Context: an optimization exercise on an open-source flow, tuned for small area, a short achievable clock period and few clock cycles per item. The choices shown serve that exercise and are no tape-out recipe. In this exercise RTL edits were held to simulation tests only and were not proved equivalent to the original. Power figures rest on the tool's default switching activity, not on a simulated workload.

== zinc ==
## load_balancer
module load_balancer (
    input  logic                  aclk,
    input  logic                  aresetn,
    input  logic                  meta_in_valid,
    output logic                  meta_in_ready,
    input  lb_pkg::meta_t         meta_in_data,
    input  lb_pkg::region_stats_t region_stats,
    output logic                  proxy_valid,
    input  logic                  proxy_ready,
    output lb_pkg::meta_t         proxy_meta,
    output lb_pkg::region_idx_t   lb_ctrl
);
    lb_pkg::region_idx_t late_lb;
    logic                head_valid;
    lb_pkg::meta_t       head_meta;
    lb_pkg::region_idx_t head_lb;
    logic                pop;
    least_load_tree least_load_tree_i (
        .aclk         (aclk),
        .region_stats (region_stats),
        .req_oid      (meta_in_data[lb_pkg::META_OID_LSB +: lb_pkg::OID_BITS]),
        .winner       (late_lb)
    );
    meta_fifo meta_fifo_i (
        .aclk       (aclk),
        .aresetn    (aresetn),
        .in_valid   (meta_in_valid),
        .in_ready   (meta_in_ready),
        .in_meta    (meta_in_data),
        .late_lb    (late_lb),
        .head_valid (head_valid),
        .head_meta  (head_meta),
        .head_lb    (head_lb),
        .pop        (pop)
    );
    dispatch_ctrl dispatch_ctrl_i (
        .aclk        (aclk),
        .aresetn     (aresetn),
        .head_valid  (head_valid),
        .head_meta   (head_meta),
  ...
Size: ~1600 flip-flops, ~280 I/O pins, ~59000 sq um of cells after synthesis.
==> flow/config.mk <==
export PLATFORM = sky130hd
export DESIGN_NAME = load_balancer
export DESIGN_NICKNAME = load_balancer
export VERILOG_FILES = /design/flow/design.v
export SDC_FILE = /design/flow/constraint.sdc
export NUM_CORES = 4
export LEC_CHECK = 0
export ABC_CLOCK_PERIOD_IN_PS = 2200
export CAP_MARGIN = 20
export CORE_MARGIN = 2
export CORE_UTILIZATION = 65
export CTS_CLUSTER_DIAMETER = 100
export CTS_CLUSTER_SIZE = 30
export PLACE_DENSITY = 0.75
export SETUP_SLACK_MARGIN = 2.8
export SLEW_MARGIN = 20
==> flow/constraint.sdc <==
create_clock -name core_clock -period 5.0 [get_ports {aclk}]
set_input_delay 1.0000 -clock core_clock [delete_from_list [all_inputs] [get_ports {aclk}]]
set_output_delay 1.0000 -clock core_clock [all_outputs]
set_load 0.01 [all_outputs]
standard.sh (not shown) runs the stock make flow with config.mk's settings and CLKGATE_MAP_FILE= SYNTH_SCRIPT=/design/flow/synth_recipe.tcl, a recipe that flattens the netlist after the stock synthesis.
==> flow/flow/run.sh <==
#!/bin/bash
# the standard layout, with two changes:
# - port buffers are plain buffers rather than the delay cells buffer_ports picks
# - before resizing, each output register is placed next to its port buffer
set -e
here=$(pwd)
export BUFFER_PORTS_ARGS="-buffer_cell sky130_fd_sc_hd__buf_1"
export PRE_RESIZE_TCL="$here/flow/move_out_ffs.tcl"
bash standard.sh > standard.log 2>&1
==> flow/flow/move_out_ffs.tcl <==
# PRE_RESIZE hook: put each flip-flop that drives an output port buffer next
# to that buffer, so the register-to-output paths use short wires; detailed
# placement legalizes the moved cells afterwards
set block [ord::get_db_block]
set core [$block getCoreArea]
set cx0 [$core xMin]; set cy0 [$core yMin]; set cx1 [$core xMax]; set cy1 [$core yMax]
set step 4000
set moved 0
foreach bt [$block getBTerms] {
  if {[$bt getIoType] != "OUTPUT"} { continue }
  set net [$bt getNet]
  if {$net == "NULL"} { continue }
  set buf ""
  foreach it [$net getITerms] { if {[$it isOutputSignal]} { set buf [$it getInst] } }
  if {$buf == ""} { continue }
  set n2 ""
  foreach it [$buf getITerms] { if {[$it isInputSignal]} { set n2 [$it getNet] } }
  if {$n2 == "" || $n2 == "NULL"} { continue }
  set ff ""
  foreach it [$n2 getITerms] { if {[$it isOutputSignal]} { set ff [$it getInst] } }
  if {$ff == ""} { continue }
  if {![[$ff getMaster] isSequential]} { continue }
  # only a flop whose output feeds this buffer alone
  if {[llength [$n2 getITerms]] != 2} { continue }
  lassign [$buf getLocation] bx by
  set bb [$bt getBBox]
  set px [$bb xMin]; set py [$bb yMin]
  # step from the buffer away from the pin, into the core
  set dx 0; set dy 0
  if {$px <= $cx0} { set dx $step } elseif {$px >= $cx1} { set dx -$step } elseif {$py <= $cy0} { set dy $step } else { set dy -$step }
  set x [expr {$bx + $dx}]; set y [expr {$by + $dy}]
  set x [expr {max($cx0, min($x, $cx1 - 20000))}]
  set y [expr {max($cy0, min($y, $cy1 - 3000))}]
  $ff setLocation $x $y
  incr moved
}
puts "move_out_ffs: moved $moved output flip-flops next to their port buffers"
Testbench counts of zinc, summed over its fixed seeds: cycles 3,216, items 3,200.
Here is what was changed in the inputs of tundra compared with zinc.
--- a/flow/flow/move_out_ffs.tcl
+++ b/flow/flow/move_out_ffs.tcl
@@ -5,5 +5,5 @@
 set core [$block getCoreArea]
 set cx0 [$core xMin]; set cy0 [$core yMin]; set cx1 [$core xMax]; set cy1 [$core yMax]
-set step 4000
+set step 8000
 set moved 0
 foreach bt [$block getBTerms] {
--- a/flow/config.mk
+++ b/flow/config.mk
@@ -9,8 +9,8 @@
 export CAP_MARGIN = 20
 export CORE_MARGIN = 2
-export CORE_UTILIZATION = 65
+export CORE_UTILIZATION = 50
 export CTS_CLUSTER_DIAMETER = 100
 export CTS_CLUSTER_SIZE = 30
-export PLACE_DENSITY = 0.75
+export PLACE_DENSITY = 0.65
 export SETUP_SLACK_MARGIN = 2.8
 export SLEW_MARGIN = 20
==> run summary <==
Clock skew (higher): tundra. Re number of instances in the synthesized netlist: no difference whatsoever between zinc and tundra. Relative to zinc, the core footprint measured on tundra has increased by more than a quarter. Relative to zinc, the area of the die measured on tundra has increased by more than a quarter. Looking at horizontal die dimension across tundra and zinc, the one that comes out lower is zinc. Side by side, cell-internal power turned out lower in tundra than in zinc.
What maple does differently from tundra at the input level:
--- a/flow/config.mk
+++ b/flow/config.mk
@@ -9,8 +9,8 @@
 export CAP_MARGIN = 20
 export CORE_MARGIN = 2
-export CORE_UTILIZATION = 50
+export CORE_UTILIZATION = 65
 export CTS_CLUSTER_DIAMETER = 100
 export CTS_CLUSTER_SIZE = 30
-export PLACE_DENSITY = 0.65
+export PLACE_DENSITY = 0.75
 export SETUP_SLACK_MARGIN = 2.8
 export SLEW_MARGIN = 20
- The cell count in maple sits 365 below the value recorded for tundra.
- Of maple and tundra, the run reporting the lower relative contribution of the clock network to total power was maple.
- ~same net total in the final layout in maple and tundra
- Diff maple..tundra | count of sequential standard cells | unchanged
- In the metrics for maple and tundra, the one carrying the higher final period demand of the worst path is tundra.
- Compared to tundra, maple leaves less free space in the core.
- maple vs tundra, sum of net half-perimeters after detailed placement went down by 8.5%.
- Per the comparison of maple with tundra, total power now sits lower, logic gate share of total power shows a reduction of 0.3 points.
For quartz, these inputs were changed with respect to maple:
--- a/flow/config.mk
+++ b/flow/config.mk
@@ -6,4 +6,5 @@
 export NUM_CORES = 4
 export LEC_CHECK = 0
+export ABC_AREA = 1
 export ABC_CLOCK_PERIOD_IN_PS = 2200
 export CAP_MARGIN = 20
- quartz: PASS, flow complete, no timing, DRC or antenna violations
- Of maple and quartz, quartz shows the higher fraction of power spent switching nets, with maple below it.
- Compared with maple, the router placed more vias in quartz.
- The met1 track demand over resource in global routing on quartz is in line with that on maple.
- Count of boundary I/O pins: quartz vs maple identical


== build 58 ==
load_balancer, a different RTL version from the one above (not shown whole).
Size: about 3000 cells after synthesis, roughly 1700 flip-flops, about 280 I/O pins, roughly 0.059 mm² of cells after synthesis.
clock: 5.0 ns
lec_check: 0
abc_clock_period_in_ps: 2200
cap_margin: 20
core_margin: 2
core_utilization: 50
place_density: 0.65
setup_slack_margin: 2.8
slew_margin: 20
run.sh (not shown) runs the stock make flow with config.mk's settings and CLKGATE_MAP_FILE= SYNTH_SCRIPT=/design/flow/synth_recipe.tcl, a recipe that flattens the netlist after the stock synthesis.
Stock flow here: none of the scripts above is used.
Build 58 finished all stages; the layout is clean.
Testbench counts of build 58, summed over its fixed seeds: cycles 3,216, items 3,200.
Modified inputs, build 76 compared to build 58
# build 58
export LEC_CHECK = 0
export ABC_CLOCK_PERIOD_IN_PS = 2200
export CAP_MARGIN = 20
export CORE_MARGIN = 2
export CORE_UTILIZATION = 50
export PLACE_DENSITY = 0.65
export SETUP_SLACK_MARGIN = 2.8
export SLEW_MARGIN = 20
create_clock -name core_clock -period 5.0 [get_ports {aclk}]
# build 76
export LEC_CHECK = 0
export ABC_CLOCK_PERIOD_IN_PS = 2500
export CAP_MARGIN = 20
export CORE_MARGIN = 2
export CORE_UTILIZATION = 50
export PLACE_DENSITY = 0.65
export SETUP_SLACK_MARGIN = 2.5
export SLEW_MARGIN = 20
create_clock -name core_clock -period 5.0 [get_ports {aclk}]
==> comparison <==
- Compared with build 58, build 76 shows a higher clock buffer count from CTS.
- From build 58 to build 76 the numbers moved as follows: total number of vias saw a decrease, critical path depth barely changed, share of the core filled with cells in the final layout picked up an extra 0.23 points.
Changes in build 22 relative to build 76:
# build 76
export LEC_CHECK = 0
export ABC_CLOCK_PERIOD_IN_PS = 2500
export CAP_MARGIN = 20
export CORE_MARGIN = 2
export CORE_UTILIZATION = 50
export PLACE_DENSITY = 0.65
export SETUP_SLACK_MARGIN = 2.5
export SLEW_MARGIN = 20
create_clock -name core_clock -period 5.0 [get_ports {aclk}]
# build 22
export LEC_CHECK = 0
export ABC_CLOCK_PERIOD_IN_PS = 2200
export CAP_MARGIN = 20
export CORE_MARGIN = 2
export CORE_UTILIZATION = 50
export CTS_CLUSTER_DIAMETER = 100
export CTS_CLUSTER_SIZE = 30
export PLACE_DENSITY = 0.65
export SETUP_SLACK_MARGIN = 2.8
export SLEW_MARGIN = 20
create_clock -name core_clock -period 5.0 [get_ports {aclk}]
Findings:
Build 22: PASS, flow complete, no timing, DRC or antenna violations
In build 22 the clock network latency to the later pin of the worst-skew pair turned out 0.05 ns lower than in build 76.
For build 22, the worst setup path endpoint was proxy_meta[96], unlike build 76, where it was proxy_meta[68].
Cmp build 22 and build 76 / number of clock-tree buffers in the layout / lower: build 22
Summary of the comparison: global router's overall resource usage is higher in build 22, relative to build 76.
Looking at clock power, build 22 sits 45% lower than build 76 does.
> inputs changed (build 22 -> build 40)
==> flow/flow/run.sh (new file) <==
#!/bin/bash
# the standard layout, with two changes:
# - port buffers are plain buffers rather than the delay cells buffer_ports picks
# - before resizing, each output register is placed next to its port buffer
set -e
here=$(pwd)
export BUFFER_PORTS_ARGS="-buffer_cell sky130_fd_sc_hd__buf_1"
export PRE_RESIZE_TCL="$here/flow/move_out_ffs.tcl"
bash standard.sh > standard.log 2>&1
==> flow/flow/move_out_ffs.tcl (new file) <==
# PRE_RESIZE hook: put each flip-flop that drives an output port buffer next
# to that buffer, so the register-to-output paths use short wires; detailed
# placement legalizes the moved cells afterwards
set block [ord::get_db_block]
set core [$block getCoreArea]
set cx0 [$core xMin]; set cy0 [$core yMin]; set cx1 [$core xMax]; set cy1 [$core yMax]
set step 8000
set moved 0
foreach bt [$block getBTerms] {
  if {[$bt getIoType] != "OUTPUT"} { continue }
  set net [$bt getNet]
  if {$net == "NULL"} { continue }
  set buf ""
  foreach it [$net getITerms] { if {[$it isOutputSignal]} { set buf [$it getInst] } }
  if {$buf == ""} { continue }
  set n2 ""
  foreach it [$buf getITerms] { if {[$it isInputSignal]} { set n2 [$it getNet] } }
  if {$n2 == "" || $n2 == "NULL"} { continue }
  set ff ""
  foreach it [$n2 getITerms] { if {[$it isOutputSignal]} { set ff [$it getInst] } }
  if {$ff == ""} { continue }
  if {![[$ff getMaster] isSequential]} { continue }
  # only a flop whose output feeds this buffer alone
  if {[llength [$n2 getITerms]] != 2} { continue }
  lassign [$buf getLocation] bx by
  set bb [$bt getBBox]
  set px [$bb xMin]; set py [$bb yMin]
  # step from the buffer away from the pin, into the core
  set dx 0; set dy 0
  if {$px <= $cx0} { set dx $step } elseif {$px >= $cx1} { set dx -$step } elseif {$py <= $cy0} { set dy $step } else { set dy -$step }
  set x [expr {$bx + $dx}]; set y [expr {$by + $dy}]
  set x [expr {max($cx0, min($x, $cx1 - 20000))}]
  set y [expr {max($cy0, min($y, $cy1 - 3000))}]
  $ff setLocation $x $y
  incr moved
}
puts "move_out_ffs: moved $moved output flip-flops next to their port buffers"
==> flow/standard.sh (new file) <==
#!/bin/bash
# synth_recipe.tcl (not shown) runs the flow's synth.tcl, then flattens the netlist and writes it again
# the make line also repeats each setting of config.mk as NAME=value (left out here)
make -C /OpenROAD-flow-scripts/flow DESIGN_CONFIG=/design/flow/config.mk WORK_HOME=/design/flow/orfs CLKGATE_MAP_FILE= SYNTH_SCRIPT=/design/flow/synth_recipe.tcl "${@:-finish}"
removed: flow/run.sh
==> run summary <==
- Status: combinational cell fraction of total power parity (build 40, build 22)
- Compared with build 22, build 40 shows a routed wire length that is 0.80% lower.
- Comparing build 40 and build 22, the higher CTS H-tree depth was measured on build 22.

## afterwards: timing with drivers on the ports
No port has a modelled driver above. Below, the same layouts with a new extraction and two added sets of constraints.
Step 1 sets driving cells, clkbuf_16 on the clock port and buf_2 on the other inputs (assumed; they add their load-dependent delay and slew).
Step 2, shift: input delay + t, output delay - t, t = (earliest + latest rising clock arrival at the registers) / 2. This alone moves slack from input paths to output paths.
Slacks: no drivers / after step 1 / after step 2; pairs: no drivers / after step 1.
| run | t, ns | slack for setup (ns) | worst setup path at the end | slew at the worst register clock pin (ns) | worst slew at a driven data input, ns |
|---|---|---|---|---|---|
| zinc | 0.764 | 2.701 / 2.629 / 2.079 | input to register | 0.11 / 0.11 | 0.12 |
| tundra | 0.786 | 2.583 / 2.507 / 2.020 | input to register | 0.12 / 0.12 | 0.17 |
| maple | 0.758 | 2.714 / 2.640 / 2.110 | input to register | 0.12 / 0.12 | 0.13 |
| quartz | 0.756 | 2.672 / 2.599 / 2.166 | input to register | 0.11 / 0.11 | 0.17 |
| build 58 | 0.832 | 2.549 / 2.471 / 1.974 | input to register | 0.06 / 0.06 | 0.16 |
| build 76 | 0.820 | 2.541 / 2.461 / 1.886 | input to register | 0.07 / 0.07 | 0.19 |
| build 22 | 0.752 | 2.593 / 2.514 / 2.054 | input to register | 0.12 / 0.12 | 0.16 |
| build 40 | 0.797 | 2.690 / 2.609 / 2.001 | input to register | 0.12 / 0.12 | 0.15 |
After both steps every run listed still meets setup and hold. The setup slack of build 40, which loses most, moves by -0.081 ns with the drivers and by -0.689 ns with both steps.
